Source: an optimization exercise on an open RTL-to-GDS flow (aim: small area). Production flows keep margins and buffers that such runs may drop.
The RTL was checked by simulation tests, not by an equivalence proof against the original design.
Power is estimated from default activity; no workload was simulated. The flow treats the clock pin as an ideal source, which a real chip does not have.

[flow/run.sh]
#!/bin/bash
# synth_recipe.tcl (not shown) runs the flow's synth.tcl, then flattens the netlist and writes it again
# the make line also repeats each setting of config.mk as NAME=value (left out here)
make -C /OpenROAD-flow-scripts/flow DESIGN_CONFIG=/design/flow/config.mk WORK_HOME=/design/flow/orfs CLKGATE_MAP_FILE= SYNTH_SCRIPT=/design/flow/synth_recipe.tcl finish
[flow/config.mk]
export PLATFORM = sky130hd
export DESIGN_NAME = uartAxiBridge
export DESIGN_NICKNAME = uartAxiBridge
export VERILOG_FILES = /design/flow/design.v
export SDC_FILE = /design/flow/constraint.sdc
export NUM_CORES = 4
export LEC_CHECK = 0
export ABC_AREA = 1
export CAP_MARGIN = 20
export CORE_MARGIN = 2
export CORE_UTILIZATION = 40
export SLEW_MARGIN = 20
[flow/constraint.sdc]
create_clock -name core_clock -period 5.5 [get_ports {clk}]
set_input_delay 1.1000 -clock core_clock [delete_from_list [all_inputs] [get_ports {clk}]]
set_output_delay 1.1000 -clock core_clock [all_outputs]
set_load 0.01 [all_outputs]
[flow/design.v]
package uartAxiBridgePkg;
  typedef enum logic [5:0]
  {
    OP_NOP   = 6'd0,
    OP_READ  = 6'd1,
    OP_WRITE = 6'd2
  } cmdOpcodeE;
  function automatic logic [15:0] crc16Update(input logic [15:0] crcIn,
                                              input logic [7:0] dataByte);
    logic [15:0] crc;
    crc = crcIn ^ {8'h00, dataByte};
    for (int i = 0; i < 8; i++)
    begin
      if (crc[0])
        crc = (crc >> 1) ^ 16'hA001;
      else
        crc = crc >> 1;
    end
    crc16Update = crc;
  endfunction
  function automatic logic [15:0] crc16Aged(input logic [7:0] dataByte);
    logic [15:0] crc;
    crc = uartAxiBridgePkg::crc16Update(16'h0000, dataByte);
    for (int i = 0; i < 16; i++)
      crc = uartAxiBridgePkg::crc16Update(crc, 8'h00);
    crc16Aged = crc;
  endfunction
endpackage
`timescale 1ns/100ps
module frameReceiver
(
  input  logic                       clk,
  input  logic                       axi_resetn,
  input  logic [7:0]                 rxByte,
  input  logic                       rxByteValid,
  output logic                       cmdValid,
  output logic [16*8-1:0]  rxWindow
);
  logic [4:0]  byteCount;    
  logic [15:0] crcAcc;
  logic [15:0] crcNext;
  logic [7:0]  oldByte;
  logic        frameMatch;
  assign oldByte = byteCount[4] ? rxWindow[16*8-1 -: 8] : 8'h00;
  assign crcNext = uartAxiBridgePkg::crc16Update(crcAcc, rxByte) ^
                   uartAxiBridgePkg::crc16Aged(oldByte);
  assign frameMatch = rxByteValid && (byteCount[4] || (&byteCount[3:0])) &&
                      (crcNext == 16'hF0BE);
  always_ff @(posedge clk)
  begin
    if (!axi_resetn)
    begin
      byteCount <= '0;
      crcAcc    <= '0;
      cmdValid  <= 1'b0;
    end
    else
    begin
      cmdValid <= frameMatch;
      if (rxByteValid)
      begin
        if (frameMatch)
        begin
          byteCount <= '0;
          crcAcc    <= '0;
        end
        else
        begin
          if (!byteCount[4])
            byteCount <= byteCount + 5'd1;
          crcAcc <= crcNext;
        end
      end
    end
  end
  always_ff @(posedge clk)
  begin
    if (rxByteValid)
      rxWindow <= {rxWindow[16*8-9:0], rxByte};
  end
endmodule
`timescale 1ns/100ps
module commandEngine
(
  input  logic                      clk,
  input  logic                      axi_resetn,
  input  logic                      cmdValid,
  input  logic [16*8-1:0] cmdFrame,
  output logic [31:0]               axi_awaddr,
  output logic                      axi_awvalid,
  input  logic                      axi_awready,
  output logic [31:0]               axi_wdata,
  output logic                      axi_wvalid,
  input  logic                      axi_wready,
  input  logic [1:0]                axi_bresp,
  input  logic                      axi_bvalid,
  output logic                      axi_bready,
  output logic [31:0]               axi_araddr,
  output logic                      axi_arvalid,
  input  logic                      axi_arready,
  input  logic [31:0]               axi_rdata,
  input  logic [1:0]                axi_rresp,
  input  logic                      axi_rvalid,
  output logic                      axi_rready,
  input  logic                      respFull,
  input  logic                      respPush,
  output logic                      pushReq,
  output logic [109-1:0]    pushEntry
);
  typedef enum logic [1:0] {RD_IDLE, RD_ADDR, RD_DATA, RD_DONE} readStateE;
  typedef enum logic [1:0] {WR_IDLE, WR_REQ, WR_RESP, WR_DONE} writeStateE;
  readStateE  rdState;
  writeStateE wrState;
  logic [5:0]  opcode;
  logic [7:0]  cmdSeq;
  logic [63:0] cmdAddr;
  logic [31:0] cmdData;
  logic awDone, wDone, awHs, wHs;
  logic immValid, immPush, startRead, startWrite;
  logic rdPushOk, wrPushOk;
  logic [2:0] immCode;
  logic [7:0]  rdSeq, wrSeq;
  logic [63:0] rdAddr, wrAddr;
  logic [31:0] rdData, wrData;
  logic [1:0]  rdResp, wrResp;
  assign opcode  = cmdFrame[125:120];
  assign cmdSeq  = cmdFrame[119:112];
  assign cmdAddr = cmdFrame[111:48];
  assign cmdData = cmdFrame[47:16];
  always_comb
  begin
    case (opcode)
      uartAxiBridgePkg::OP_NOP:
      begin
        immValid = 1'b1;
        immCode  = 3'b000;
      end
      uartAxiBridgePkg::OP_READ:
      begin
        immValid = (rdState != RD_IDLE);
        immCode  = 3'b101;
      end
      uartAxiBridgePkg::OP_WRITE:
      begin
        immValid = (wrState != WR_IDLE);
        immCode  = 3'b110;
      end
      default:
      begin
        immValid = 1'b1;
        immCode  = 3'b011;
      end
    endcase
  end
  assign immPush    = cmdValid && immValid;
  assign startRead  = cmdValid && (opcode == uartAxiBridgePkg::OP_READ) && (rdState == RD_IDLE);
  assign startWrite = cmdValid && (opcode == uartAxiBridgePkg::OP_WRITE) && (wrState == WR_IDLE);
  assign rdPushOk = (rdState == RD_DONE) && !respFull && !respPush && !immPush;
  assign wrPushOk = (wrState == WR_DONE) && !respFull && !respPush && !immPush && !rdPushOk;
  assign pushReq = (immPush && !respFull) || rdPushOk || wrPushOk;
  always_comb
  begin
    if (immPush)
      pushEntry = {2'b00, immCode, cmdSeq, cmdAddr, cmdData};
    else if (rdPushOk)
      pushEntry = {rdResp, 3'b001, rdSeq, rdAddr, rdData};
    else
      pushEntry = {wrResp, 3'b010, wrSeq, wrAddr, wrData};
  end
  assign axi_arvalid = (rdState == RD_ADDR);
  assign axi_rready  = (rdState != RD_DONE);
  assign axi_awvalid = (wrState == WR_REQ) && !awDone;
  assign axi_wvalid  = (wrState == WR_REQ) && !wDone;
  assign axi_bready  = (wrState != WR_DONE);
  assign awHs        = axi_awvalid && axi_awready;
  assign wHs         = axi_wvalid && axi_wready;
  assign axi_araddr = rdAddr[31:0];
  assign axi_awaddr = wrAddr[31:0];
  assign axi_wdata  = wrData;
  always_ff @(posedge clk)
  begin
    if (!axi_resetn)
    begin
      rdState  <= RD_IDLE;
      wrState  <= WR_IDLE;
      awDone   <= 1'b0;
      wDone    <= 1'b0;
    end
    else
    begin
      case (rdState)
        RD_IDLE: if (startRead) rdState <= RD_ADDR;
        RD_ADDR: if (axi_arready) rdState <= RD_DATA;
        RD_DATA: if (axi_rvalid) rdState <= RD_DONE;
        RD_DONE: if (rdPushOk) rdState <= RD_IDLE;
      endcase
      case (wrState)
        WR_IDLE:
        begin
          if (startWrite)
          begin
            wrState <= WR_REQ;
            awDone  <= 1'b0;
            wDone   <= 1'b0;
          end
        end
        WR_REQ:
        begin
          awDone <= awDone || awHs;
          wDone  <= wDone || wHs;
          if ((awDone || awHs) && (wDone || wHs))
            wrState <= WR_RESP;
        end
        WR_RESP: if (axi_bvalid) wrState <= WR_DONE;
        WR_DONE: if (wrPushOk) wrState <= WR_IDLE;
      endcase
    end
  end
  always_ff @(posedge clk)
  begin
    if (startRead)
    begin
      rdSeq  <= cmdSeq;
      rdAddr <= cmdAddr;
    end
    if ((rdState == RD_DATA) && axi_rvalid)
    begin
      rdData <= axi_rdata;
      rdResp <= axi_rresp;
    end
    if (startWrite)
    begin
      wrSeq  <= cmdSeq;
      wrAddr <= cmdAddr;
      wrData <= cmdData;
    end
    if ((wrState == WR_RESP) && axi_bvalid)
      wrResp <= axi_bresp;
  end
endmodule
`timescale 1ns/100ps
module responseQueue
(
  input  logic                    clk,
  input  logic                    axi_resetn,
  input  logic                    pushReq,
  input  logic [109-1:0]  pushEntry,
  input  logic                    respPop,
  output logic                    respPush,
  output logic [109-1:0]  respHead,
  output logic                    respFull,
  output logic                    respEmpty
);
  logic [109-1:0] queueMem [4];
  logic [1:0]             wrPtr;
  logic [1:0]             rdPtr;
  logic [2:0]             count;
  logic [2:0]             countNext;
  logic [1:0]             wrPtrNext;
  logic                   doPush;
  logic                   doPop;
  assign doPush = respPush && !respFull;
  assign doPop  = respPop && !respEmpty;
  assign respHead  = queueMem[rdPtr];
  assign respFull  = (count == 3'(4));
  assign respEmpty = (count == '0);
  assign countNext = count + {2'b00, doPush} - {2'b00, doPop};
  assign wrPtrNext = wrPtr + {1'b0, doPush};
  always_ff @(posedge clk)
  begin
    if (!axi_resetn)
    begin
      wrPtr    <= '0;
      rdPtr    <= '0;
      count    <= '0;
      respPush <= 1'b0;
    end
    else
    begin
      respPush <= pushReq;
      wrPtr    <= wrPtrNext;
      count    <= countNext;
      if (doPop)
        rdPtr <= rdPtr + 2'd1;
    end
  end
  always_ff @(posedge clk)
  begin
    if (pushReq && (countNext != 3'(4)))
      queueMem[wrPtrNext] <= pushEntry;
  end
endmodule
`timescale 1ns/100ps
module frameTransmitter
(
  input  logic                    clk,
  input  logic                    axi_resetn,
  input  logic [109-1:0]  respHead,
  input  logic                    respEmpty,
  output logic                    respPop,
  input  logic                    txReady,
  output logic [7:0]              txByte,
  output logic                    txByteStrobe
);
  typedef enum logic {TX_IDLE, TX_SEND} txStateE;
  txStateE                txState;
  logic [109-1:0] txEntry;
  logic [15:0]            txCrc;
  logic [3:0]             byteIdx;
  logic                   lastStrobe;
  logic [7:0]             msgByte;
  logic [2:0]             code;
  logic [63:0]            addrField;
  logic [31:0]            dataField;
  logic [8*14-1:0] msg;
  assign respPop = (txState == TX_IDLE) && !respEmpty;
  assign txByteStrobe = (txState == TX_SEND) && txReady && !lastStrobe;
  assign code = txEntry[106:104];
  always_comb
  begin
    addrField = txEntry[95:32];
    dataField = txEntry[31:0];
    case (code)
      3'b000:
      begin
        addrField = 64'hDEAD_CAFE_1234_5678;
        dataField = 32'h0000_0001;
      end
      3'b011:
      begin
        addrField = 64'h10BA_D0BA_D00D_AD00;
        dataField = 32'hFFFF_FFFF;
      end
      3'b101:  dataField = 32'h0;
      default: ;
    endcase
  end
  assign msg = {txEntry[108:107], 2'b00, code[2], 1'b0, code[1:0], txEntry[103:96],
                addrField, dataField};
  always_comb
  begin
    msgByte = 8'h00;
    for (int i = 0; i < 14; i++)
      if (byteIdx == 4'(i))
        msgByte = msg[8*14-1-8*i -: 8];
  end
  always_comb
  begin
    if (byteIdx < 4'(14))
      txByte = msgByte;
    else if (byteIdx == 4'(14))
      txByte = txCrc[7:0];
    else
      txByte = txCrc[15:8];
  end
  always_ff @(posedge clk)
  begin
    if (!axi_resetn)
    begin
      txState    <= TX_IDLE;
      byteIdx    <= '0;
      lastStrobe <= 1'b0;
    end
    else
    begin
      lastStrobe <= txByteStrobe;
      if (respPop)
      begin
        txState <= TX_SEND;
        byteIdx <= '0;
      end
      else if (txByteStrobe)
      begin
        byteIdx <= byteIdx + 4'd1;
        if (byteIdx == 4'(16 - 1))
          txState <= TX_IDLE;
      end
    end
  end
  always_ff @(posedge clk)
  begin
    if (respPop)
    begin
      txEntry <= respHead;
      txCrc   <= 16'hFFFF;
    end
    else if (txByteStrobe && (byteIdx < 4'(14)))
      txCrc <= uartAxiBridgePkg::crc16Update(txCrc, msgByte);
  end
endmodule
`timescale 1ns/100ps
module uartAxiBridge (
  input  logic        clk,
  input  logic        axi_resetn,
  input  logic [7:0]  rxByte,
  input  logic        rxByteValid,
  input  logic        txReady,
  output logic [7:0]  txByte,
  output logic        txByteStrobe,
  output logic [31:0] axi_awaddr,
  output logic [2:0]  axi_awprot,
  output logic        axi_awvalid,
  input  logic        axi_awready,
  output logic [31:0] axi_wdata,
  output logic [3:0]  axi_wstrb,
  output logic        axi_wvalid,
  input  logic        axi_wready,
  input  logic [1:0]  axi_bresp,
  input  logic        axi_bvalid,
  output logic        axi_bready,
  output logic [31:0] axi_araddr,
  output logic [2:0]  axi_arprot,
  output logic        axi_arvalid,
  input  logic        axi_arready,
  input  logic [31:0] axi_rdata,
  input  logic [1:0]  axi_rresp,
  input  logic        axi_rvalid,
  output logic        axi_rready
);
  logic                      cmdValid;
  logic [16*8-1:0] rxWindow;
  logic                      pushReq;
  logic [109-1:0]    pushEntry;
  logic                      respPush;
  logic                      respPop;
  logic [109-1:0]    respHead;
  logic                      respFull;
  logic                      respEmpty;
  assign axi_awprot = 3'b001;
  assign axi_arprot = 3'b001;
  assign axi_wstrb  = 4'hF;
  frameReceiver i_frameReceiver (
    .clk(clk), .axi_resetn(axi_resetn),
    .rxByte(rxByte), .rxByteValid(rxByteValid),
    .cmdValid(cmdValid), .rxWindow(rxWindow)
  );
  commandEngine i_commandEngine (
    .clk(clk), .axi_resetn(axi_resetn),
    .cmdValid(cmdValid), .cmdFrame(rxWindow),
    .axi_awaddr(axi_awaddr), .axi_awvalid(axi_awvalid), .axi_awready(axi_awready),
    .axi_wdata(axi_wdata), .axi_wvalid(axi_wvalid), .axi_wready(axi_wready),
    .axi_bresp(axi_bresp), .axi_bvalid(axi_bvalid), .axi_bready(axi_bready),
    .axi_araddr(axi_araddr), .axi_arvalid(axi_arvalid), .axi_arready(axi_arready),
    .axi_rdata(axi_rdata), .axi_rresp(axi_rresp), .axi_rvalid(axi_rvalid),
    .axi_rready(axi_rready),
    .respFull(respFull), .respPush(respPush),
    .pushReq(pushReq), .pushEntry(pushEntry)
  );
  responseQueue i_responseQueue (
    .clk(clk), .axi_resetn(axi_resetn),
    .pushReq(pushReq), .pushEntry(pushEntry), .respPop(respPop),
    .respPush(respPush), .respHead(respHead), .respFull(respFull), .respEmpty(respEmpty)
  );
  frameTransmitter i_frameTransmitter (
    .clk(clk), .axi_resetn(axi_resetn),
    .respHead(respHead), .respEmpty(respEmpty), .respPop(respPop),
    .txReady(txReady), .txByte(txByte), .txByteStrobe(txByteStrobe)
  );
endmodule
==> results of run 1 <==
==> repair_timing <==
action	4_1_cts	5_1_grt
gates cloned	0	0
gates resized for setup	1	12
endpoints found under the setup margin	1	4
endpoints found under the hold margin	0	0
==> cells in the mapped netlist, types with 11 or more instances <==
cell      count
o211ai_1     14
xnor2_1      30
a31oi_1      11
inv_1       104
buf_4        75
nor3_1       12
edfxtp_1    885
nand2_1     648
dfxtp_1      58
ha_1         16
clkbuf_1    118
o21ai_0     286
nor2_1      289
nand3_1     154
o22ai_1     127
a21oi_1      65
xor2_1       30
==> power groups by stage <==
| stage | logic [mW] | clock network [mW] | registers, mW |
|---|---|---|---|
| floorplan | 2.86 | 0 | 9.35 |
| finish | 4.28 | 6.39 | 9.51 |
| CTS | 4.30 | 6.50 | 9.51 |
| global route | 4.79 | 6.80 | 9.57 |
| detailed placement | 4.28 | 0 | 9.63 |
| global placement | 4.24 | 0 | 9.66 |
==> metrics by stage <==
step	hold WS, ns	power, mW	instances	setup slack (ns)
finish	0.418	20.2	4430	0.300
global route	0.432	21.2	4430	0.000887
CTS	0.419	20.3	4430	0.108
detailed placement	0.405	13.9	4252	0.702
global placement	0.400	13.9	4252	0.694
floorplan	0.400	12.2	2992	0.0159
==> flip-flops by register name, indices dropped and copies added (netlist names), 3 cells and up <==
register                    count
i_commandEngine.rdData         32
i_frameReceiver.rxWindow      128
i_frameReceiver.byteCount       5
i_commandEngine.wrAddr         64
i_frameTransmitter.txEntry    109
i_commandEngine.rdSeq           8
i_frameTransmitter.txCrc       16
i_responseQueue.count           3
i_frameReceiver.crcAcc         16
i_commandEngine.wrSeq           8
i_frameTransmitter.byteIdx      4
i_responseQueue.queueMem      436
i_commandEngine.wrData         32
i_commandEngine.rdAddr         64
==> worst register-to-register path: stages, from the launching register on <==
cell and delay, ns:
dfxtp_1 0.59, nand2_1 0.24, o21ai_0 0.44, xnor2_1 0.16
xnor2_1 0.23, inv_1 0.09, nand2_1 0.08, nand2_2 0.10
xor2_2 0.20, xor2_1 0.19, xor2_1 0.21, xor2_1 0.20
and3b_1 0.20, nand4_2 0.13, nor4_4 0.32, nor2_2 0.18
nand2_1 0.11, a21oi_1 0.06
==> cells by family (layout without fill, tap and decap cells) <==
kind of cell | after synthesis | after routing
buffers and inverters | 313 | 497
other | 2 | 10
adder cells (fa/ha/maj) | 17 | 17
AND/OR/NAND/NOR | 1128 | 1128
XOR/XNOR | 61 | 61
flip-flops | 943 | 943
AO/OA/AOI/OAI | 520 | 520
==> worst max path at each step <==
stage | startpoint | end | slack, ns | cells past startpoint
global route | i_frameTransmitter.txEntry[104] | txByte[7] | 0.0009 | 22
finish | i_frameTransmitter.txEntry[104] | txByte[5] | 0.30 | 21
global placement | i_frameTransmitter.byteIdx[1] | txByte[5] | 0.69 | 20
floorplan | i_responseQueue.count[1] | i_responseQueue.queueMem[2][0] | 0.02 | 12
CTS | i_frameTransmitter.byteIdx[1] | txByte[5] | 0.11 | 20
detailed placement | i_frameTransmitter.byteIdx[1] | txByte[5] | 0.70 | 20
==> final cells by class <==
type / instances / share of cell area, %
clock inverters: 53 / 1.21
clock buffers: 125 / 5.92
well taps: 1254 / 3.62
inverters: 109 / 0.963
repair buffers: 210 / 4.96
multi-input cells: 1736 / 19.2
flip-flops and latches: 943 / 64.1
==> layer usage <==
| metal | GRT usage, % | share of wire [%] |
|---|---|---|
| met5 | 0 | 0 |
| met4 | 5.80 | 2.4 |
| met3 | 2.89 | 5.6 |
| met2 | 30.9 | 47 |
| met1 | 26.9 | 45 |
==> impl_metrics.ini, run 1 <==
[power]
p_comb_share_pct = 21.2
p_seq_share_pct = 47.1
clkPwrFrac_pct = 31.7
internal-power_mw = 13.9
switching_share_pct = 31.1
leakage_nw = 15.0
p_per_area_nw_per_um2 = 466
p_switching_mw = 6.27
ir_worst_vdd_v = 0.000435

[sta]
slew_headroom_pct = 29.4
worst_slew_pin_slew_ns = 1.06
slew_viol_final = 0
post-route-min-period_ns = 5.20
finClkSkew_ns = 0.0224
hold_viol_final = 0
fmax_mhz = 192
fin_crit_sh_pct = 94.6
rsz0062_at_grt = no
setup_viol_count_final = 0
tns_ns = 0

[synth]
postSynthAreaPerCell_um2 = 12.5
synth_area_leaders = edfxtp_1 71%, nand2_1 6.5%, o21ai_0 3.8%
synthCells = 2984
synthAdderAreaFrac_pct = 0.589
yosysWarnings = 4
synth_compound_area_share_pct = 7.63
synth_top_family_by_area = simple AND/OR/NAND/NOR gates
synth_seq_cells = 943
synth_area_leader_cell = edfxtp_1
synth-edff-count = 885
synth_top_flop_cell = edfxtp_1
synthSimpleGateAreaFrac_pct = 12.2
synth-xor-area-share_pct = 1.45
synth_area_um2 = 37400
synth_top_area_share_pct = 71.1
yosys-mux-area-fraction_pct = 0
synth.distinct_cells = 44
async_flop_share_pct = 0
ys_seq_area_share_pct = 74.2

[floorplan]
die_width_um = 310
die-area_um2 = 95900
io_pins = 173
coreArea_um2 = 92900
initial_core_util_pct = 40.2
num_rows = 112
die_h_um = 310

[global_route]
grt_pass1_vias = 21841
antenna_found_initial = 1
grt_max_degree = 120
overflow = 0
grt_usage_pct = 19.1
grt_first_pass_wirelength_um = 137000

[hold_path]
hp-start = i_frameReceiver.rxWindow[11]
holdPathEnd = i_frameReceiver.rxWindow[19]
worstHoldPathType = flip-flop to flip-flop
whs_path_depth = 0

[setup_path]
cpLargestDelayFamily = compound AO/OA/AOI/OAI gates
cp_num_buf_inv = 4
cp.arrival_ns = 4.10
crit_required_ns = 4.40
cp_slowest_stage_delay_ns = 0.59
reg2reg_from = i_frameReceiver.byteCount[4]
worstSetupPathType = flip-flop to output port
crit_chain = inv_1 > nand2_1 > nand2_1 > inv_1 > buf_4 > nand3_1 > nand3_1 > o21ai_0 > a21oi_1 > o21ai_0 > nand2_1 > nand2_1 > nand2_1 > a21oi_1 > a21oi_1 > nor2_1 > o21a_1 > o21ai_2 > nand2_1 > o21ai_0 > clkdlybuf4s50_1
crit_path_max_fanout = 13
cp-start-kind = flip-flop
critPathSlowestCell = clkdlybuf4s50_1
r2r_slack_ns = 1.63
ff2ff_path_depth = 17
r2r_end = i_frameReceiver.crcAcc[12]
timing.critical_path.mode_cell = nand2_1
cp-end-kind = output port

[cts]
cts_buffers = 95
cts_root_buf = clkbuf_16
cts.sinks = 943
cts_hold_buf = 0
clk_pin_slew_worst_paths_ns = 0.06
h-tree-depth = 3
cts_tree = built
clock_latency_ns = 0.66
post_cts_buffers = 0
cts_max_path_buffers = 3

[finish]
register_area_um2 = 27700
final_cell_mix = 885 x edfxtp_1, 648 x nand2_1, 282 x o21ai_0
syn2layout_area_growth_pct = 15.8
multiInputGateArea_um2 = 8320
final_nets = 3165
stdcell_area_um2 = 43300
drive_gt1_share_pct = 7.05
final_common_cell = edfxtp_1
final_core_utilization_pct = 46.6
fillers = 8146
diodes = 0

[routing]
vias = 22924
drt_iter0_drc = 2279
drc = 0
ant_nets = 0
viasPerCell = 5.17
wl_um = 92300
dr.pass1.iters = 7
wire_per_inst_um = 20.8

[run]
cap_violations = 0

[placement]
port_buffers = 162
gp_congestion = 0.867
hpwl_um = 57200
placed_area_um2 = 40200

[status]
status = timing/DRC/antenna clean
==> run 2: changes to the inputs <==
--- a/flow/config.mk
+++ b/flow/config.mk
@@ -10,3 +10,4 @@
 export CORE_MARGIN = 2
 export CORE_UTILIZATION = 40
+export CTS_BUF_LIST = sky130_fd_sc_hd__clkbuf_4
 export SLEW_MARGIN = 20
==> run 2 against run 1 <==
  * Clock skew is 0.061 ns higher
  * Clock-buffer cell count is 197 higher
  * Utilization hardly changed
  * Sequential power hardly changed
  * Die area stayed put
  * First-iteration DRC count is 10% lower
  * Critical path type unchanged
  * Critical endpoint is now txByte[2]
==> impl_metrics.ini, run 2 <==
[synth]
synth_area_leader_cell = edfxtp_1
ys_seq_area_share_pct = 74.2
synth_area_um2 = 37400
async_flop_share_pct = 0
synth_area_leaders = edfxtp_1 71%, nand2_1 6.5%, o21ai_0 3.8%
synthCells = 2984
postSynthAreaPerCell_um2 = 12.5
synth_seq_cells = 943
synth-edff-count = 885
yosysWarnings = 4
synth_top_flop_cell = edfxtp_1
ys_top_cells_by_count = 885 x edfxtp_1, 648 x nand2_1, 289 x nor2_1, 286 x o21ai_0, 154 x nand3_1
synth_top_area_share_pct = 71.1
synthMostInstantiatedCell = edfxtp_1
synth.distinct_cells = 44

[finish]
fin_cells = 4686
regMostFlops = i_responseQueue.queueMem
final_common_cell = edfxtp_1
final_cell_mix = 885 x edfxtp_1, 645 x nand2_1, 322 x clkbuf_4
final_nets = 3301
largest_reg_flops = 436
syn2layout_area_growth_pct = 15.7
top_regs = i_responseQueue.queueMem x436, i_frameReceiver.rxWindow x128, i_frameTransmitter.txEntry x109
drive_gt1_share_pct = 13.3
final_core_utilization_pct = 46.5

[routing]
vias = 23840
wl_um = 93700
wl_met3_um = 5580
ant_nets = 0
drc = 0
drt_iter0_drc = 2052
wire_per_inst_um = 20.0
wl_met2_um = 45100
viasPerCell = 5.09
top_layer_used = met4
wl_met1_um = 41400
dr.pass1.iters = 5

[sta]
setup_viol_count_final = 0
slew_headroom_pct = 30.4
worst_slew_pin_slew_ns = 1.04
finClkSkew_ns = 0.0835
rsz0062_at_grt = yes
fin_crit_sh_pct = 94.9
fmax_mhz = 191
slew_viol_final = 0
hold_viol_final = 0
post-route-min-period_ns = 5.22
tns_ns = 0

[cts]
h-tree-depth = 4
cts_max_path_buffers = 3
cts_hold_buf = 0
clock_latency_ns = 1.12
cts_tree = built
cts_buffers = 230
cts.sinks = 943
clk_pin_slew_worst_paths_ns = 0.07
cts_root_buf = clkbuf_4

[floorplan]
die_h_um = 310
num_rows = 112
die_width_um = 310
coreArea_um2 = 92900
initial_core_util_pct = 40.2
io_pins = 173
die-area_um2 = 95900

[setup_path]
cp-start-kind = flip-flop
cp.arrival_ns = 4.12
crit_required_ns = 4.40
worstSetupPathType = flip-flop to output port
cp-end-kind = output port
crit_path_start = i_frameTransmitter.txEntry[104]
ff2ff_path_depth = 17
crit_path_max_fanout = 10
reg2reg_from = i_frameReceiver.byteCount[4]

[global_route]
antenna_found_initial = 3
grt_pass1_vias = 22985
grt_first_pass_wirelength_um = 140000
overflow = 0
grt_max_degree = 120
grt_usage_pct = 19.5

[hold_path]
hp-start = i_frameReceiver.rxWindow[15]
whs_path_depth = 0
worstHoldPathType = flip-flop to flip-flop

[placement]
gp_congestion = 0.867
place_inst = 4252
port_buffers = 162
hpwl_um = 57200

[status]
status = timing/DRC/antenna clean

[power]
p_per_area_nw_per_um2 = 452
leakage_nw = 15.3
total_power_mw = 19.5
ir_worst_vdd_v = 0.000455

[run]
cap_violations = 0
run 2: cell counts after synthesis:
Identical to the previous run, type by type.
run 2: timing repair:
| action | 4_1_cts | 5_1_grt |
|---|---|---|
| gates resized for setup | 29 | 16 |
| endpoints found under the hold margin | 0 | 0 |
| setup endpoints to repair | 8 | 8 |
| buffers inserted | 0 | 1 |
| pin swaps | 0 | 0 |
run 2: cells by family after synthesis:
group,share of synthesized area [%]
AOI/OAI and AO/OA,7.63
and+or+nand+nor,12.2
xor gates and xnor gates,1.45
buffers and inverters,3.91
other,0.0201
DFF,74.2
adders and majority gates,0.589
run 2: path summary, 6_finish.rpt:
check                                  to  slack (ns)
max                             txByte[2]        0.28
min          i_frameReceiver.rxWindow[23]        0.41
max reg2reg    i_frameReceiver.crcAcc[12]        1.63
min reg2reg  i_frameReceiver.rxWindow[23]        0.41
run 2: layer usage:
metal / GRT usage [%] / vias to the layer above
li1: - / 11219
met1: 26.9 / 11718
met2: 31.5 / 787
met3: 3.70 / 116
met4: 6.07 / 0
met5: 0 / -
run 2: layout make-up:
type                            count  area [um2]
Sequential cell                   943       27700
Clock inverter                    105         549
Multi-Input combinational cell   1736        8360
Inverter                          109         422
Tap cell                         1254        1570
Antenna cell                        6        15.0
Clock buffer                      322        2420
Fill cell                        8315       49700
Timing Repair Buffer              211        2160
run 2: stage by stage:
stage | worst slack, ns | cell area, um2 | hold WS (ns)
floorplan | 0.0159 | 37500 | 0.400
CTS | 0.0220 | 43200 | 0.354
detailed placement | 0.702 | 40200 | 0.405
global placement | 0.694 | 40200 | 0.400
global route | -0.111 | 43200 | 0.363
finish | 0.278 | 43200 | 0.413
run 2: critical path, stage by stage (launching register included):
cell and delay (ns):
edfxtp_1 0.45, nand2_1 0.13, nor2_2 0.07, buf_6 0.15, nor2_1 0.16, o21ai_0 0.15, nand2_1 0.09, nand2_1 0.05
nand3_1 0.09, nand2_1 0.07, nand2_1 0.06, nand2_1 0.05, nand2_1 0.07, nand2_1 0.05, nand2_1 0.08, nand2_1 0.05
nand2_1 0.05, nand2_1 0.06, nand2_1 0.06, nand2_1 0.05, nand2_1 0.09, nand2_1 0.10, o21ai_1 0.26, clkdlybuf4s50_1 0.59
run 2: power by group:
group          internal, mW  total, mW  switching, mW
registers              9.02       9.51          0.488
logic                  1.22       4.30           3.08
clock network          2.88       5.72           2.84
total                  13.1       19.5           6.41
==> run 3: changes to the inputs <==
==> flow/flow/run.sh (new file) <==
#!/bin/bash
# Own layout flow: the standard ORFS flow (standard.sh, unchanged synthesis, floorplan,
# power grid and routing) with a lighter clock tree (no dummy loads, larger sink clusters)
# and the smallest buffer on the ports. Each step's full log stays in orfs/logs/; make's own
# output goes to make.log in this folder.
set -euo pipefail
bash standard.sh finish \
  "CTS_ARGS=-sink_clustering_enable -repair_clock_nets -dont_use_dummy_load -buf_list sky130_fd_sc_hd__clkbuf_16 -sink_clustering_size 30 -sink_clustering_max_diameter 100" \
  "BUFFER_PORTS_ARGS=-buffer_cell sky130_fd_sc_hd__buf_1" > make.log 2>&1
==> flow/standard.sh (new file) <==
#!/bin/bash
# synth_recipe.tcl (not shown) runs the flow's synth.tcl, then flattens the netlist and writes it again
# the make line also repeats each setting of config.mk as NAME=value (left out here)
make -C /OpenROAD-flow-scripts/flow DESIGN_CONFIG=/design/flow/config.mk WORK_HOME=/design/flow/orfs CLKGATE_MAP_FILE= SYNTH_SCRIPT=/design/flow/synth_recipe.tcl "${@:-finish}"
--- a/flow/config.mk
+++ b/flow/config.mk
@@ -10,4 +10,3 @@
 export CORE_MARGIN = 2
 export CORE_UTILIZATION = 40
-export CTS_BUF_LIST = sky130_fd_sc_hd__clkbuf_4
 export SLEW_MARGIN = 20
removed: flow/run.sh
==> run 3 against run 2 <==
  * Utilization is 3.4 points lower
  * Clock power is 42% lower
  * Total power is 13% lower
  * Sequential share of layout area is 5.1 points higher
==> impl_metrics.ini, run 3 <==
[setup_path]
cp-start-kind = flip-flop
cp_slowest_stage_delay_ns = 0.44
crit_required_ns = 4.40
cp_num_buf_inv = 3
timing.critical_path.mode_cell = nand2_1
cpLargestDelayFamily = compound AO/OA/AOI/OAI gates
crit_chain = nor2_1 > nand2_1 > buf_4 > nand2_1 > clkinvlp_4 > nand3_1 > nand3_1 > o21ai_0 > a21oi_1 > o21ai_0 > nand2_1 > nand2_1 > nand2_1 > a21oi_1 > a21oi_1 > nor2_1 > o21a_1 > o21ai_0 > nand2_1 > o21ai_0 > buf_1
crit_path_max_fanout = 19
critPathSlowestCell = edfxtp_1
worstSetupPathType = flip-flop to output port
cp.arrival_ns = 4.04
cp-end-kind = output port

[synth]
synth_area_um2 = 37400
ys_top_cells_by_count = 885 x edfxtp_1, 648 x nand2_1, 289 x nor2_1, 286 x o21ai_0, 154 x nand3_1
synth_area_leaders = edfxtp_1 71%, nand2_1 6.5%, o21ai_0 3.8%
async_flop_share_pct = 0
synth.distinct_cells = 44
synth_top_flop_cell = edfxtp_1
synthMostInstantiatedCell = edfxtp_1
synth-edff-count = 885
synthCells = 2984
synth_area_leader_cell = edfxtp_1
yosysWarnings = 4
synth_top_area_share_pct = 71.1
synth_seq_cells = 943
ys_seq_area_share_pct = 74.2
postSynthAreaPerCell_um2 = 12.5

[hold_path]
worstHoldPathType = flip-flop to flip-flop

[sta]
tns_ns = 0
worst_slew_pin_slew_ns = 0.989
hold_viol_final = 0
fin_crit_sh_pct = 93.5
setup_viol_count_final = 0
fmax_mhz = 194
finClkSkew_ns = 0.0906
post-route-min-period_ns = 5.14
slew_viol_final = 0
whs_ns = 0.427
rsz0062_at_grt = no
slew_headroom_pct = 33.6

[floorplan]
num_rows = 112
coreArea_um2 = 92900
die-area_um2 = 95900
die_width_um = 310
initial_core_util_pct = 40.2
io_pins = 173
die_h_um = 310

[cts]
cts.sinks = 943
h-tree-depth = 2
clk_pin_slew_worst_paths_ns = 0.11
cts_tree = built
clock_latency_ns = 0.61
cts_max_path_buffers = 3
cts_buffers = 39
cts_root_buf = clkbuf_16

[routing]
wl_um = 90100
vias = 22474
wire_per_inst_um = 21.0
drc = 0
dr.pass1.iters = 7
drt_iter0_drc = 2256
ant_nets = 0
viasPerCell = 5.25

[status]
status = timing/DRC/antenna clean

[power]
p_comb_share_pct = 24.2
total_power_mw = 17.0
leakage_nw = 13.5
p_seq_share_pct = 56.2
p_per_area_nw_per_um2 = 425
ir_worst_vdd_v = 0.000388
clkPwrFrac_pct = 19.6
switching_share_pct = 32.8
internal-power_mw = 11.4
p_switching_mw = 5.58

[placement]
gp_congestion = 0.863
placed_area_um2 = 39000
port_buffers = 162
hpwl_um = 54600

[finish]
register_area_um2 = 27700
diodes = 0
final_cell_mix = 885 x edfxtp_1, 648 x nand2_1, 286 x o21ai_0
top_regs = i_responseQueue.queueMem x436, i_frameReceiver.rxWindow x128, i_frameTransmitter.txEntry x109
regMostFlops = i_responseQueue.queueMem
final_common_cell = edfxtp_1
stdcell_area_um2 = 40000
drive_gt1_share_pct = 3.80
fillers = 8476
syn2layout_area_growth_pct = 7.18
largest_reg_flops = 436
final_nets = 3101
multiInputGateArea_um2 = 8300

[global_route]
grt_first_pass_wirelength_um = 135000
antenna_found_initial = 1
overflow = 0
grt_max_degree = 138
grt_usage_pct = 18.6
grt_pass1_vias = 21182

[run]
cap_violations = 0
run 3: cell counts after synthesis:
No cell type changed its count.
run 3: final cells by class:
type                            instances  area share (%)
Sequential cell                       943            69.3
Multi-Input combinational cell       1736            20.7
Tap cell                             1254            3.92
Timing Repair Buffer                  202            2.59
Clock buffer                           39            2.44
Inverter                              109            1.05
run 3: path summary, 6_finish.rpt:
path | slack (ns) | endpoint | startpoint | depth (start not counted)
max reg2reg | 1.51 | i_frameTransmitter.txCrc[0] | i_frameTransmitter.txEntry[106] | 36
min reg2reg | 0.43 | i_frameReceiver.rxWindow[10] | i_frameReceiver.rxWindow[2] | 0
max | 0.36 | txByte[5] | i_frameTransmitter.txEntry[105] | 21
min | 0.43 | i_frameReceiver.rxWindow[10] | i_frameReceiver.rxWindow[2] | 0
run 3: per-layer routing:
| layer | global-route usage (%) | wire, um | vias to the layer above |
|---|---|---|---|
| met1 | 27.0 | 41300 | 11300 |
| met3 | 1.85 | 4230 | 72 |
| met4 | 3.12 | 1230 | 0 |
| met5 | 0 | 0 | - |
| li1 | - | - | 10530 |
| met2 | 30.9 | 43400 | 572 |
run 3: repair_timing:
item	in CTS	in global routing
hold buffers	0	0
hold endpoints to repair	0	0
buffers inserted	0	3
gates resized for setup	0	1
setup endpoints to repair	0	1
run 3: cell families after synthesis:
kind of cell | count (synthesis) | share of synthesized area (%)
fa+ha+maj | 17 | 0.589
compound gates | 520 | 7.63
other cells | 2 | 0.0201
xor+xnor | 61 | 1.45
buf+inv | 313 | 3.91
flops | 943 | 74.2
simple gates | 1128 | 12.2
run 3: power groups by stage:
stage | clock, mW | combinational, mW | sequential, mW
6_report | 3.33 | 4.11 | 9.56
5_1_grt | 3.63 | 4.63 | 9.63
4_1_cts | 3.40 | 4.13 | 9.57
3_5_place_dp | 0 | 4.12 | 9.71
3_3_place_gp | 0 | 4.06 | 9.73
2_1_floorplan | 0 | 2.86 | 9.35
run 3: worst register-to-register path, delay by kind of cell, from the launching register on:
kind	cells	cell delay [ns]
DFF	1	0.47
buffers and inverters	3	0.60
and+or+nand+nor	33	2.81
run 3: metrics by stage:
step	util, %	worst slack (ns)	instances
floorplan	-	0.0159	2992
detailed placement	42.0	0.827	4241
CTS	43.1	0.124	4280
global route	43.1	0.0598	4283
global placement	42.0	0.934	4241
finish	43.1	0.357	4283
==> run 4: changes to the inputs <==
--- a/flow/design.v
+++ b/flow/design.v
@@ -6,4 +6,13 @@
     OP_WRITE = 6'd2
   } cmdOpcodeE;
+  typedef enum logic [5:0]
+  {
+    RSP_NOP        = 6'd0,
+    RSP_READ       = 6'd1,
+    RSP_WRITE      = 6'd2,
+    RSP_INVALID    = 6'd3,
+    RSP_BUSY_READ  = 6'd9,
+    RSP_BUSY_WRITE = 6'd10
+  } respCodeE;
   function automatic logic [15:0] crc16Update(input logic [15:0] crcIn,
                                               input logic [7:0] dataByte);
@@ -22,5 +31,5 @@
     logic [15:0] crc;
     crc = uartAxiBridgePkg::crc16Update(16'h0000, dataByte);
-    for (int i = 0; i < 16; i++)
+    for (int i = 0; i < 16 - 2; i++)
       crc = uartAxiBridgePkg::crc16Update(crc, 8'h00);
     crc16Aged = crc;
@@ -43,8 +52,8 @@
   logic        frameMatch;
   assign oldByte = byteCount[4] ? rxWindow[16*8-1 -: 8] : 8'h00;
-  assign crcNext = uartAxiBridgePkg::crc16Update(crcAcc, rxByte) ^
+  assign crcNext = uartAxiBridgePkg::crc16Update(crcAcc, 8'h00) ^ {rxByte, 8'h00} ^
                    uartAxiBridgePkg::crc16Aged(oldByte);
   assign frameMatch = rxByteValid && (byteCount[4] || (&byteCount[3:0])) &&
-                      (crcNext == 16'hF0BE);
+                      (crcNext == 16'h01AB);
   always_ff @(posedge clk)
   begin
@@ -106,5 +115,5 @@
   input  logic                      respPush,
   output logic                      pushReq,
-  output logic [109-1:0]    pushEntry
+  output logic [108-1:0]    pushEntry
 );
   typedef enum logic [1:0] {RD_IDLE, RD_ADDR, RD_DATA, RD_DONE} readStateE;
@@ -119,5 +128,5 @@
   logic immValid, immPush, startRead, startWrite;
   logic rdPushOk, wrPushOk;
-  logic [2:0] immCode;
+  logic [1:0] immKind;
   logic [7:0]  rdSeq, wrSeq;
   logic [63:0] rdAddr, wrAddr;
@@ -134,20 +143,20 @@
       begin
         immValid = 1'b1;
-        immCode  = 3'b000;
+        immKind  = 2'd0;
       end
       uartAxiBridgePkg::OP_READ:
       begin
         immValid = (rdState != RD_IDLE);
-        immCode  = 3'b101;
+        immKind  = 2'd1;
       end
       uartAxiBridgePkg::OP_WRITE:
       begin
         immValid = (wrState != WR_IDLE);
-        immCode  = 3'b110;
+        immKind  = 2'd2;
       end
       default:
       begin
         immValid = 1'b1;
-        immCode  = 3'b011;
+        immKind  = 2'd3;
       end
     endcase
@@ -162,9 +171,9 @@
   begin
     if (immPush)
-      pushEntry = {2'b00, immCode, cmdSeq, cmdAddr, cmdData};
+      pushEntry = {2'd0, immKind, cmdSeq, cmdAddr, cmdData};
     else if (rdPushOk)
-      pushEntry = {rdResp, 3'b001, rdSeq, rdAddr, rdData};
+      pushEntry = {2'd1, rdResp, rdSeq, rdAddr, rdData};
     else
-      pushEntry = {wrResp, 3'b010, wrSeq, wrAddr, wrData};
+      pushEntry = {2'd2, wrResp, wrSeq, wrAddr, wrData};
   end
   assign axi_arvalid = (rdState == RD_ADDR);
@@ -245,12 +254,12 @@
   input  logic                    axi_resetn,
   input  logic                    pushReq,
-  input  logic [109-1:0]  pushEntry,
+  input  logic [108-1:0]  pushEntry,
   input  logic                    respPop,
   output logic                    respPush,
-  output logic [109-1:0]  respHead,
+  output logic [108-1:0]  respHead,
   output logic                    respFull,
   output logic                    respEmpty
 );
-  logic [109-1:0] queueMem [4];
+  logic [108-1:0] queueMem [4];
   logic [1:0]             wrPtr;
   logic [1:0]             rdPtr;
@@ -296,5 +305,5 @@
   input  logic                    clk,
   input  logic                    axi_resetn,
-  input  logic [109-1:0]  respHead,
+  input  logic [108-1:0]  respHead,
   input  logic                    respEmpty,
   output logic                    respPop,
@@ -305,43 +314,51 @@
   typedef enum logic {TX_IDLE, TX_SEND} txStateE;
   txStateE                txState;
-  logic [109-1:0] txEntry;
+  logic [108-1:0] txEntry;
   logic [15:0]            txCrc;
   logic [3:0]             byteIdx;
   logic                   lastStrobe;
   logic [7:0]             msgByte;
-  logic [2:0]             code;
-  logic [63:0]            addrField;
-  logic [31:0]            dataField;
+  logic [3:0]             kind;
+  logic [7:0]             respByte;
+  logic [95:0]            fixedFields;
+  logic                   useFixed;
+  logic [7:0]             rawByte;
+  logic [7:0]             fixedByte;
   logic [8*14-1:0] msg;
   assign respPop = (txState == TX_IDLE) && !respEmpty;
   assign txByteStrobe = (txState == TX_SEND) && txReady && !lastStrobe;
-  assign code = txEntry[106:104];
+  assign kind = txEntry[107:104];
   always_comb
   begin
-    addrField = txEntry[95:32];
-    dataField = txEntry[31:0];
-    case (code)
-      3'b000:
-      begin
-        addrField = 64'hDEAD_CAFE_1234_5678;
-        dataField = 32'h0000_0001;
-      end
-      3'b011:
-      begin
-        addrField = 64'h10BA_D0BA_D00D_AD00;
-        dataField = 32'hFFFF_FFFF;
-      end
-      3'b101:  dataField = 32'h0;
-      default: ;
+    case (kind)
+      4'd0:    respByte = {2'b00, uartAxiBridgePkg::RSP_NOP};
+      4'd1:    respByte = {2'b00, uartAxiBridgePkg::RSP_BUSY_READ};
+      4'd2:    respByte = {2'b00, uartAxiBridgePkg::RSP_BUSY_WRITE};
+      4'd3:    respByte = {2'b00, uartAxiBridgePkg::RSP_INVALID};
+      4'd4, 4'd5, 4'd6, 4'd7:
+               respByte = {kind[1:0], uartAxiBridgePkg::RSP_READ};
+      default: respByte = {kind[1:0], uartAxiBridgePkg::RSP_WRITE};
     endcase
   end
-  assign msg = {txEntry[108:107], 2'b00, code[2], 1'b0, code[1:0], txEntry[103:96],
-                addrField, dataField};
+  assign fixedFields = (kind == 4'd3) ? {64'h10BA_D0BA_D00D_AD00, 32'hFFFF_FFFF} :
+                                         {64'hDEAD_CAFE_1234_5678, 32'h0000_0001};
+  assign useFixed    = (kind == 4'd0) || (kind == 4'd3);
+  assign msg         = {respByte, txEntry[103:0]};
   always_comb
   begin
-    msgByte = 8'h00;
+    rawByte   = 8'h00;
+    fixedByte = 8'h00;
     for (int i = 0; i < 14; i++)
       if (byteIdx == 4'(i))
-        msgByte = msg[8*14-1-8*i -: 8];
+        rawByte = msg[8*14-1-8*i -: 8];
+    for (int i = 2; i < 14; i++)
+      if (byteIdx == 4'(i))
+        fixedByte = fixedFields[8*14-17-8*(i-2) -: 8];
+    if (useFixed && (byteIdx >= 4'd2))
+      msgByte = fixedByte;
+    else if ((kind == 4'd1) && (byteIdx >= 4'd10))
+      msgByte = 8'h00;
+    else
+      msgByte = rawByte;
   end
   always_comb
@@ -421,8 +438,8 @@
   logic [16*8-1:0] rxWindow;
   logic                      pushReq;
-  logic [109-1:0]    pushEntry;
+  logic [108-1:0]    pushEntry;
   logic                      respPush;
   logic                      respPop;
-  logic [109-1:0]    respHead;
+  logic [108-1:0]    respHead;
   logic                      respFull;
   logic                      respEmpty;
==> run 4 against run 3 <==
  * First-iteration DRC count fell by 8.3%
  * Routed wire length decreased by 2.1%
  * Critical path type unchanged
  * Die area is 0.76% lower
  * Combinational power is 9.7% lower
  * Still clean on timing, DRC and antenna
  * Largest cell class unchanged
  * Cell count shrank 1.6%
  * Sequential share of layout area grew 0.35 points
  * Design area fell by 1.0%
  * Clock-buffer cell count is 2 lower
  * Maximum frequency up 9.4%
==> impl_metrics.ini, run 4 <==
[status]
status = timing/DRC/antenna clean

[routing]
vias = 21873
viasPerCell = 5.19
wire_per_inst_um = 20.9
drt_iter0_drc = 2069
dr.pass1.iters = 5
drc = 0
wl_um = 88200
ant_nets = 0

[cts]
cts_max_path_buffers = 3
cts_buffers = 37
clock_latency_ns = 0.62
cts.sinks = 938
h-tree-depth = 2
clk_pin_slew_worst_paths_ns = 0.11
cts_tree = built
cts_root_buf = clkbuf_16
cts_resized = 0
post_cts_buffers = 0
cts_hold_buf = 0

[synth]
yosysWarnings = 4
synth_area_leader_cell = edfxtp_1
synth-edff-count = 880
synthCells = 2926
ys_top_cells_by_count = 880 x edfxtp_1, 554 x nand2_1, 320 x nor2_1, 271 x o21ai_0, 141 x nand3_1
synth_top_flop_cell = edfxtp_1
async_flop_share_pct = 0
synth.distinct_cells = 49
synth_area_um2 = 37100
postSynthAreaPerCell_um2 = 12.7
ys_seq_area_share_pct = 74.4
synth_top_area_share_pct = 71.3
synthMostInstantiatedCell = edfxtp_1
synth_seq_cells = 938
synth_area_leaders = edfxtp_1 71%, nand2_1 5.6%, o21ai_0 3.7%

[floorplan]
die_width_um = 308
num_rows = 111
die-area_um2 = 95100
coreArea_um2 = 91800
die_h_um = 308
initial_core_util_pct = 40.4
io_pins = 173

[sta]
slew_headroom_pct = 31.1
setup_viol_count_final = 0
slew_viol_final = 0
hold_viol_final = 0
rsz0062_at_grt = no
fin_crit_sh_pct = 85.5
tns_ns = 0
post-route-min-period_ns = 4.70
fmax_mhz = 213
worst_slew_pin_slew_ns = 1.03
finClkSkew_ns = 0.0624

[placement]
gp_congestion = 0.878
placed_area_um2 = 38700
place_inst = 4177
hpwl_um = 57900
port_buffers = 162

[finish]
final_cell_mix = 880 x edfxtp_1, 553 x nand2_1, 318 x nor2_1
stdcell_area_um2 = 39600
top_regs = i_responseQueue.queueMem x432, i_frameReceiver.rxWindow x128, i_frameTransmitter.txEntry x108
diodes = 0
largest_reg_flops = 432
drive_gt1_share_pct = 4.54
final_nets = 3044
fin_cells = 4215
final_common_cell = edfxtp_1
syn2layout_area_growth_pct = 6.88
regMostFlops = i_responseQueue.queueMem

[setup_path]
crit_path_max_fanout = 12
worstSetupPathType = flip-flop to output port
ff2ff_path_depth = 10
cp-end-kind = output port
r2r_slack_ns = 1.65
r2r_end = i_responseQueue.queueMem[3][67]
crit_required_ns = 4.40
reg2reg_from = i_frameReceiver.rxWindow[123]
cp-start-kind = flip-flop
cp.arrival_ns = 3.60

[hold_path]
worstHoldPathType = flip-flop to flip-flop
whs_path_depth = 0
hp-start = i_frameReceiver.rxWindow[11]
holdPathEnd = i_frameReceiver.rxWindow[19]

[global_route]
grt_max_degree = 152
grt_pass1_vias = 20330
grt_usage_pct = 18.3
overflow = 0
grt_first_pass_wirelength_um = 130000
antenna_found_initial = 2

[power]
clkPwrFrac_pct = 19.6
p_switching_mw = 5.22
p_per_area_nw_per_um2 = 413
p_comb_share_pct = 22.7
p_seq_share_pct = 57.7
switching_share_pct = 31.9
internal-power_mw = 11.1
leakage_nw = 13.3
ir_worst_vdd_v = 0.000377

[run]
cap_violations = 0
==> run 4: changes by cell type after synthesis, sizes merged, moves of 7 or more <==
cell    previous run  this run
xnor2             30        21
xor2              31        24
clkbuf           118       107
o22ai            127       140
o21ai            289       279
nand2            650       572
nand3            154       142
nor2             296       329
inv              106       123
==> run 4: kinds of logic after synthesis <==
family	synth area share, %
DFF	74.4
adders and majority gates	0.594
and+or+nand+nor	12.0
buffers and inverters	4.21
AOI/OAI and AO/OA	7.72
other	0.0203
xor gates and xnor gates	1.06
==> run 4: worst max-delay path, stage by stage (launching register included) <==
cell,delay [ns]
dfxtp_1,0.51
ha_1,0.38
inv_1,0.13
nor2_1,0.63
inv_1,0.22
or2_2,0.33
nand2_1,0.07
nand2_1,0.07
nand2_1,0.10
nand2_1,0.11
nand2_1,0.08
o21ai_0,0.20
buf_1,0.20
==> run 4: worst max-delay path by stage <==
stage	startpoint	endpoint	slack [ns]	depth (start not counted)
finish	i_frameTransmitter.byteIdx[0]	txByte[1]	0.80	12
global route	i_frameTransmitter.byteIdx[1]	txByte[1]	0.42	22
CTS	i_frameTransmitter.byteIdx[0]	txByte[1]	0.73	12
detailed placement	i_frameTransmitter.byteIdx[0]	txByte[1]	1.38	12
global placement	i_frameTransmitter.byteIdx[1]	txByte[1]	1.43	22
floorplan	i_responseQueue.count[0]	i_responseQueue.queueMem[2][0]	0.01	13
==> run 4: through the flow <==
stage               power (mW)  util, %  hold WS [ns]  worst slack [ns]
global placement          13.3     42.1         0.400              1.43
finish                    16.4     43.2         0.423             0.800
global route              17.2     43.2         0.436             0.419
CTS                       16.5     43.1         0.431             0.728
detailed placement        13.4     42.1         0.405              1.38
floorplan                 11.8        -         0.400            0.0140
==> run 4: cell type report <==
cell class | count | area, um2
fill | 8409 | 52200
sequential | 938 | 27600
multi-input combinational | 1669 | 8060
tap | 1243 | 1560
timing repair buffer | 200 | 992
clock buffer | 37 | 926
inverter | 128 | 495
==> run 4: power groups by stage <==
stage	registers, mW	clock network [mW]	logic (mW)
floorplan	9.28	0	2.53
finish	9.45	3.20	3.71
global placement	9.63	0	3.70
detailed placement	9.62	0	3.74
global route	9.51	3.50	4.16
CTS	9.46	3.28	3.75
==> run 4: per-layer routing <==
metal / track usage [%] / vias up / part of all wire [%]
li1: - / 10356 / -
met1: 26.7 / 10832 / 45
met2: 28.9 / 584 / 47
met3: 2.30 / 99 / 5.3
met4: 4.72 / 2 / 2.5
met5: 0 / - / 0.0045
==> run 5: changes to the inputs <==
==> flow/flow/run.sh (replaced) <==
#!/bin/bash
# Own layout flow: the standard ORFS flow (standard.sh) with three changes to how the layout
# is made:
#  - ABC maps the logic for area with amap (flow/abc_area.script) instead of ORFS's area script,
#    which maps with map -B 0.9 and then buffers and upsizes; flip-flop mapping is unchanged;
#  - a lighter clock tree: no dummy loads, larger sink clusters;
#  - the smallest buffer (buf_1) on the ports.
# Every step's full log stays in orfs/logs/; make's own output goes to make.log in this folder.
set -euo pipefail
here=$(pwd)
rm -rf "$here/scripts_own"
cp -r "$FLOW_HOME/scripts" "$here/scripts_own"
cp "$here/flow/abc_area.script" "$here/scripts_own/abc_area.script"
bash standard.sh finish \
  "SCRIPTS_DIR=$here/scripts_own" \
  "CTS_ARGS=-sink_clustering_enable -repair_clock_nets -dont_use_dummy_load -buf_list sky130_fd_sc_hd__clkbuf_16 -sink_clustering_size 30 -sink_clustering_max_diameter 100" \
  "BUFFER_PORTS_ARGS=-buffer_cell sky130_fd_sc_hd__buf_1" > make.log 2>&1
==> flow/flow/abc_area.script (new file) <==
strash
dch -f
amap
strash
dch -f
amap
topo
--- a/flow/config.mk
+++ b/flow/config.mk
@@ -7,6 +7,6 @@
 export LEC_CHECK = 0
 export ABC_AREA = 1
-export CAP_MARGIN = 20
+export CAP_MARGIN = 0
 export CORE_MARGIN = 2
 export CORE_UTILIZATION = 40
-export SLEW_MARGIN = 20
+export SLEW_MARGIN = 0
==> run 5 against run 4 <==
  * Via count fell by 6.0%
  * Largest power group unchanged
  * Maximum frequency fell by 9.3%
  * Area after synthesis fell by 5.3%
  * Clock power rose by 1%
  * Largest cell class unchanged
  * Worst hold slack improved by 0.0058 ns
  * Sequential share of layout area rose by 2.1 points
  * Critical path type unchanged
==> impl_metrics.ini, run 5 <==
[status]
status = timing/DRC/antenna clean

[floorplan]
die_width_um = 300
coreArea_um2 = 86900
io_pins = 173
die-area_um2 = 90100
die_h_um = 300
num_rows = 108
initial_core_util_pct = 40.4

[synth]
synth-edff-count = 880
async_flop_share_pct = 0
ys_top_cells_by_count = 880 x edfxtp_1, 391 x o22ai_1, 231 x nor2_1, 182 x clkinv_1, 83 x a222oi_1
postSynthAreaPerCell_um2 = 15.7
ys_seq_area_share_pct = 78.6
synth.distinct_cells = 47
yosysWarnings = 4
synthMostInstantiatedCell = edfxtp_1
synth_seq_cells = 938
synth_area_um2 = 35100
synth_area_leaders = edfxtp_1 75%, o22ai_1 7.0%, dfxtp_1 3.3%
synth_area_leader_cell = edfxtp_1
synth_top_flop_cell = edfxtp_1
synthCells = 2231
synth_top_area_share_pct = 75.3

[finish]
syn2layout_area_growth_pct = 9.56
top_regs = i_responseQueue.queueMem x432, i_frameReceiver.rxWindow x128, i_frameTransmitter.txEntry x108
fin_cells = 3583
fillers = 7636
final_common_cell = edfxtp_1
regMostFlops = i_responseQueue.queueMem
register_area_um2 = 27600
final_nets = 2499
final_core_utilization_pct = 44.2
multiInputGateArea_um2 = 6540
largest_reg_flops = 432
final_cell_mix = 880 x edfxtp_1, 385 x o22ai_1, 220 x nor2_1
drive_gt1_share_pct = 6.47

[sta]
rsz0062_at_grt = no
tns_ns = 0
slew_viol_final = 0
hold_viol_final = 0
slew_headroom_pct = 28.1
fin_crit_sh_pct = 94.2
whs_ns = 0.429
post-route-min-period_ns = 5.18
worst_slew_pin_slew_ns = 1.08
fmax_mhz = 193
setup_viol_count_final = 0
finClkSkew_ns = 0.0466

[setup_path]
crit_required_ns = 4.40
crit_end = txByte[2]
cp-start-kind = flip-flop
crit_path_max_fanout = 7
reg2reg_from = i_frameTransmitter.byteIdx[0]
cp-end-kind = output port
r2r_slack_ns = 0.48
ff2ff_path_depth = 32
worstSetupPathType = flip-flop to output port
cp.arrival_ns = 4.08
r2r_end = i_frameTransmitter.txCrc[0]
crit_path_start = i_frameTransmitter.byteIdx[1]

[cts]
cts_buffers = 38
clk_pin_slew_worst_paths_ns = 0.10
cts.sinks = 938
cts_hold_buf = 0
cts_tree = built
cts_root_buf = clkbuf_16
cts_max_path_buffers = 3
h-tree-depth = 2
clock_latency_ns = 0.61

[placement]
port_buffers = 162
gp_congestion = 0.904
hpwl_um = 54500
place_inst = 3538

[routing]
drt_iter0_drc = 2456
vias = 20568
dr.pass1.iters = 6
viasPerCell = 5.74
ant_nets = 0
drc = 0
wire_per_inst_um = 24.1
wl_um = 86300

[global_route]
grt_pass1_vias = 19817
grt_first_pass_wirelength_um = 128000
grt_max_degree = 136
grt_usage_pct = 18.7
overflow = 0
antenna_found_initial = 1

[power]
total_power_mw = 16.4
p_per_area_nw_per_um2 = 427
ir_worst_vdd_v = 0.000343
leakage_nw = 11.7

[hold_path]
whs_path_depth = 0
worstHoldPathType = flip-flop to flip-flop

[run]
cap_violations = 0
==> run 5: kinds of logic (layout without fill, tap and decap cells) <==
family	Yosys count	in the layout	share of synthesized area, %
flops	938	938	78.6
simple gates	326	326	3.77
other cells	2	11	0.0214
buf+inv	256	444	3.53
xor+xnor	2	2	0.0499
compound gates	690	690	13.4
fa+ha+maj	17	17	0.628
==> run 5: routing by layer <==
metal,global-route usage (%),share of wire (%)
met3,2.30,5.8
met4,3.58,1.6
met1,27.9,46
met2,29.7,47
met5,0,0.021
==> run 5: area by class of cell <==
type                            instances  share of cell area [%]
Sequential cell                       938                    71.8
Inverter                              182                    1.82
Clock buffer                           38                    2.47
Timing Repair Buffer                  224                    3.16
Antenna cell                            1                 0.00651
Tap cell                             1155                    3.76
Multi-Input combinational cell       1045                    17.0
==> run 5: stage by stage <==
stage | instance area, um2 | setup slack, ns
after floorplan | 35200 | -0.660
after global placement | 37300 | 0.240
after detailed placement | 37300 | 0.173
after CTS | 38300 | 0.0159
after global routing | 38400 | 0.00369
final | 38400 | 0.319
==> run 5: where the power goes <==
part / total, mW / switching, mW / internal [mW]
Clock: 3.24 / 1.98 / 1.25
Sequential: 9.55 / 0.624 / 8.92
Combinational: 3.62 / 2.41 / 1.21
Total: 16.4 / 5.02 / 11.4
==> run 5: worst max-delay path, stage by stage (launching register included) <==
cell and delay [ns]:
dfxtp_2 0.37, inv_2 0.09, ha_1 0.22, inv_2 0.09
nor2_4 0.17, and2_0 0.23, a221o_1 0.18, o21ai_0 0.09
nor3_1 0.26, a211oi_2 0.08, nor3_2 0.19, a211oi_1 0.07
o31ai_1 0.20, o22ai_1 0.10, nand2_1 0.08, o21a_1 0.12
nor2_1 0.04, nor2_1 0.10, nand2_1 0.06, nor2_1 0.11
nor2_1 0.08, o22ai_2 0.21, buf_4 0.20, buf_1 0.15
==> run 5: worst min path at each step <==
stage	end	from	slack (ns)
final	i_frameReceiver.rxWindow[18]	i_frameReceiver.rxWindow[10]	0.43
after global routing	i_frameReceiver.rxWindow[23]	i_frameReceiver.rxWindow[15]	0.44
after global placement	i_frameReceiver.rxWindow[22]	i_frameReceiver.rxWindow[14]	0.40
after detailed placement	i_frameReceiver.rxWindow[18]	i_frameReceiver.rxWindow[10]	0.41
after floorplan	i_frameReceiver.rxWindow[10]	i_frameReceiver.rxWindow[2]	0.40
after CTS	i_frameReceiver.rxWindow[18]	i_frameReceiver.rxWindow[10]	0.43
==> run 5: timing repair <==
action	in CTS	in global routing
resized for setup	6	35
setup endpoints to repair	6	11
pin swaps	0	10
buffers inserted	0	6
==> run 6: changes to the inputs <==
--- a/flow/config.mk
+++ b/flow/config.mk
@@ -7,6 +7,6 @@
 export LEC_CHECK = 0
 export ABC_AREA = 1
-export CAP_MARGIN = 0
+export CAP_MARGIN = 20
 export CORE_MARGIN = 2
 export CORE_UTILIZATION = 40
-export SLEW_MARGIN = 0
+export SLEW_MARGIN = 20
==> run 6 against run 5 <==
  * Utilization stayed put
  * Routed wire length stayed put
  * Worst setup slack stayed put
  * Combinational power hardly changed
  * Still clean
  * Via count stayed put
  * Register-to-register slack hardly changed
  * Clock power hardly changed
  * Total power stayed put
  * Synthesized cell count stayed put
  * Highest routed layer unchanged
==> impl_metrics.ini, run 6 <==
[status]
status = timing/DRC/antenna clean

[setup_path]
ff2ff_path_depth = 32
critPathSlowestCell = dfxtp_2
cp.depth = 23
cpLargestDelayFamily = simple AND/OR/NAND/NOR gates
worstSetupPathType = flip-flop to output port
cp-end-kind = output port
crit_chain = inv_2 > ha_1 > inv_2 > nor2_4 > and2_0 > a221o_1 > o21ai_0 > nor3_1 > a211oi_2 > nor3_2 > a211oi_1 > o31ai_1 > o22ai_1 > nand2_1 > o21a_1 > nor2_1 > nor2_1 > nand2_1 > nor2_1 > nor2_1 > o22ai_2 > buf_4 > buf_1
timing.critical_path.mode_cell = nor2_1
crit_path_start = i_frameTransmitter.byteIdx[1]
crit_path_max_fanout = 7
crit_required_ns = 4.40
cp_num_buf_inv = 4
r2r_end = i_frameTransmitter.txCrc[0]
crit_end = txByte[2]
cp-start-kind = flip-flop
cp.arrival_ns = 4.08
reg2reg_from = i_frameTransmitter.byteIdx[0]
r2r_slack_ns = 0.48
cp_slowest_stage_delay_ns = 0.37

[sta]
hold_viol_final = 0
setup_viol_count_final = 0
rsz0062_at_grt = no
finClkSkew_ns = 0.0466
fin_crit_sh_pct = 94.2
fmax_mhz = 193
slew_headroom_pct = 28.1
slew_viol_final = 0
post-route-min-period_ns = 5.18
worst_slew_pin_slew_ns = 1.08

[global_route]
grt_pass1_vias = 19817
grt_first_pass_wirelength_um = 128000
antenna_found_initial = 1
overflow = 0
grt_usage_pct = 18.7
grt_max_degree = 136

[routing]
dr.pass1.iters = 6
vias = 20568
wl_um = 86300
wire_per_inst_um = 24.1
ant_nets = 0
drt_iter0_drc = 2456
drc = 0
viasPerCell = 5.74

[power]
ir_worst_vdd_v = 0.000343
p_per_area_nw_per_um2 = 427
leakage_nw = 11.7

[hold_path]
worstHoldPathType = flip-flop to flip-flop
whs_path_depth = 0

[synth]
synth_area_leader_cell = edfxtp_1
synthCells = 2231
ys_seq_area_share_pct = 78.6
yosysWarnings = 4
synthMostInstantiatedCell = edfxtp_1
synth-edff-count = 880
synth_area_leaders = edfxtp_1 75%, o22ai_1 7.0%, dfxtp_1 3.3%
synth_area_um2 = 35100
postSynthAreaPerCell_um2 = 15.7
async_flop_share_pct = 0
synth_top_flop_cell = edfxtp_1
synth.distinct_cells = 47
ys_top_cells_by_count = 880 x edfxtp_1, 391 x o22ai_1, 231 x nor2_1, 182 x clkinv_1, 83 x a222oi_1
synth_top_area_share_pct = 75.3
synth_seq_cells = 938

[floorplan]
die_width_um = 300
io_pins = 173
coreArea_um2 = 86900
initial_core_util_pct = 40.4
die_h_um = 300
num_rows = 108
die-area_um2 = 90100

[finish]
final_core_utilization_pct = 44.2
top_regs = i_responseQueue.queueMem x432, i_frameReceiver.rxWindow x128, i_frameTransmitter.txEntry x108
regMostFlops = i_responseQueue.queueMem
fillers = 7636
final_nets = 2499
final_common_cell = edfxtp_1
drive_gt1_share_pct = 6.47
stdcell_area_um2 = 38400
largest_reg_flops = 432
final_cell_mix = 880 x edfxtp_1, 385 x o22ai_1, 220 x nor2_1
syn2layout_area_growth_pct = 9.56

[placement]
port_buffers = 162
hpwl_um = 54500
gp_congestion = 0.904
placed_area_um2 = 37300

[cts]
cts.sinks = 938
clk_pin_slew_worst_paths_ns = 0.10
cts_hold_buf = 0
clock_latency_ns = 0.61
cts_tree = built
h-tree-depth = 2
cts_max_path_buffers = 3
cts_buffers = 38
cts_root_buf = clkbuf_16

[run]
cap_violations = 0
## run 6: cell counts in the layout (fill, tap and decap cells not counted)
Identical to the previous run, type by type.
## run 6: logic make-up (layout without fill, tap and decap cells)
group | count (synthesis) | count (layout) | synth area share, %
other | 2 | 11 | 0.0214
buffers and inverters | 256 | 444 | 3.53
adder cells (fa/ha/maj) | 17 | 17 | 0.628
XOR/XNOR | 2 | 2 | 0.0499
AO/OA/AOI/OAI | 690 | 690 | 13.4
AND/OR/NAND/NOR | 326 | 326 | 3.77
flip-flops | 938 | 938 | 78.6
## run 6: routing by layer
layer	up-vias	part of all wire, %	global-route usage (%)
met5	-	0.021	0
met2	715	47	29.7
met3	72	5.8	2.30
met1	10487	46	27.9
li1	9292	-	-
met4	2	1.6	3.58
## run 6: worst min-delay path by stage
stage / startpoint / end / slack (ns)
4_1_cts: i_frameReceiver.rxWindow[10] / i_frameReceiver.rxWindow[18] / 0.43
5_1_grt: i_frameReceiver.rxWindow[15] / i_frameReceiver.rxWindow[23] / 0.44
2_1_floorplan: i_frameReceiver.rxWindow[2] / i_frameReceiver.rxWindow[10] / 0.40
3_5_place_dp: i_frameReceiver.rxWindow[10] / i_frameReceiver.rxWindow[18] / 0.41
3_3_place_gp: i_frameReceiver.rxWindow[14] / i_frameReceiver.rxWindow[22] / 0.40
6_report: i_frameReceiver.rxWindow[10] / i_frameReceiver.rxWindow[18] / 0.43
## run 6: metrics by stage
stage | power (mW) | setup TNS, ns | std cells | setup slack [ns] | hold slack (ns)
after floorplan | 11.7 | -282.98 | 2239 | -0.660 | 0.400
after global placement | 13.2 | 0 | 3538 | 0.240 | 0.404
after detailed placement | 13.3 | 0 | 3538 | 0.173 | 0.408
after CTS | 16.5 | 0 | 3576 | 0.0159 | 0.435
after global routing | 17.1 | 0 | 3582 | 0.00369 | 0.442
final | 16.4 | 0 | 3583 | 0.319 | 0.429
## run 6: power by group
group | internal, mW | switching (mW) | leakage (nW)
clock | 1.25 | 1.98 | 0.468
sequential | 8.92 | 0.624 | 8.56
combinational | 1.21 | 2.41 | 2.71
## run 6: timing repair
item / CTS / global route
gates resized for setup: 6 / 35
setup endpoints to repair: 6 / 11
pin swaps: 0 / 10
buffers inserted: 0 / 6
## run 6: layout make-up
cell class | count | area (um2) | area share, %
tap | 1155 | 1450 | 3.76
multi-input combinational | 1045 | 6540 | 17.0
clock buffer | 38 | 951 | 2.47
sequential | 938 | 27600 | 71.8
antenna | 1 | 2.50 | 0.00651
inverter | 182 | 699 | 1.82
timing repair buffer | 224 | 1220 | 3.16

## static timing again, ports no longer ideal
The results above use ideal ports. As a check the final layouts listed here were re-extracted and re-timed, cells and wires unchanged. Step 1: set_driving_cell puts a clkbuf_16 on clk and a buf_2 on each other input, an assumption about the parent block. Step 2 also shifts input and output timing later by t, the mid clock arrival at the registers, as if the neighbouring blocks saw the same clock. Three values: ideal ports, drivers, drivers and shift; two values: the first two.
run	shift t [ns]	slack for setup (ns)	worst slew at a driven data input, ns
run 1	0.713	0.300 / 0.238 / 0.951	0.07
run 2	1.133	0.278 / 0.218 / 1.315	0.07
run 3	0.635	0.357 / 0.290 / 0.926	0.09
run 4	0.649	0.800 / 0.737 / 1.386	0.10
run 5	0.645	0.319 / 0.260 / 0.483	0.04
run 6	0.645	0.319 / 0.260 / 0.483	0.04
After both steps every run listed still meets setup and hold.
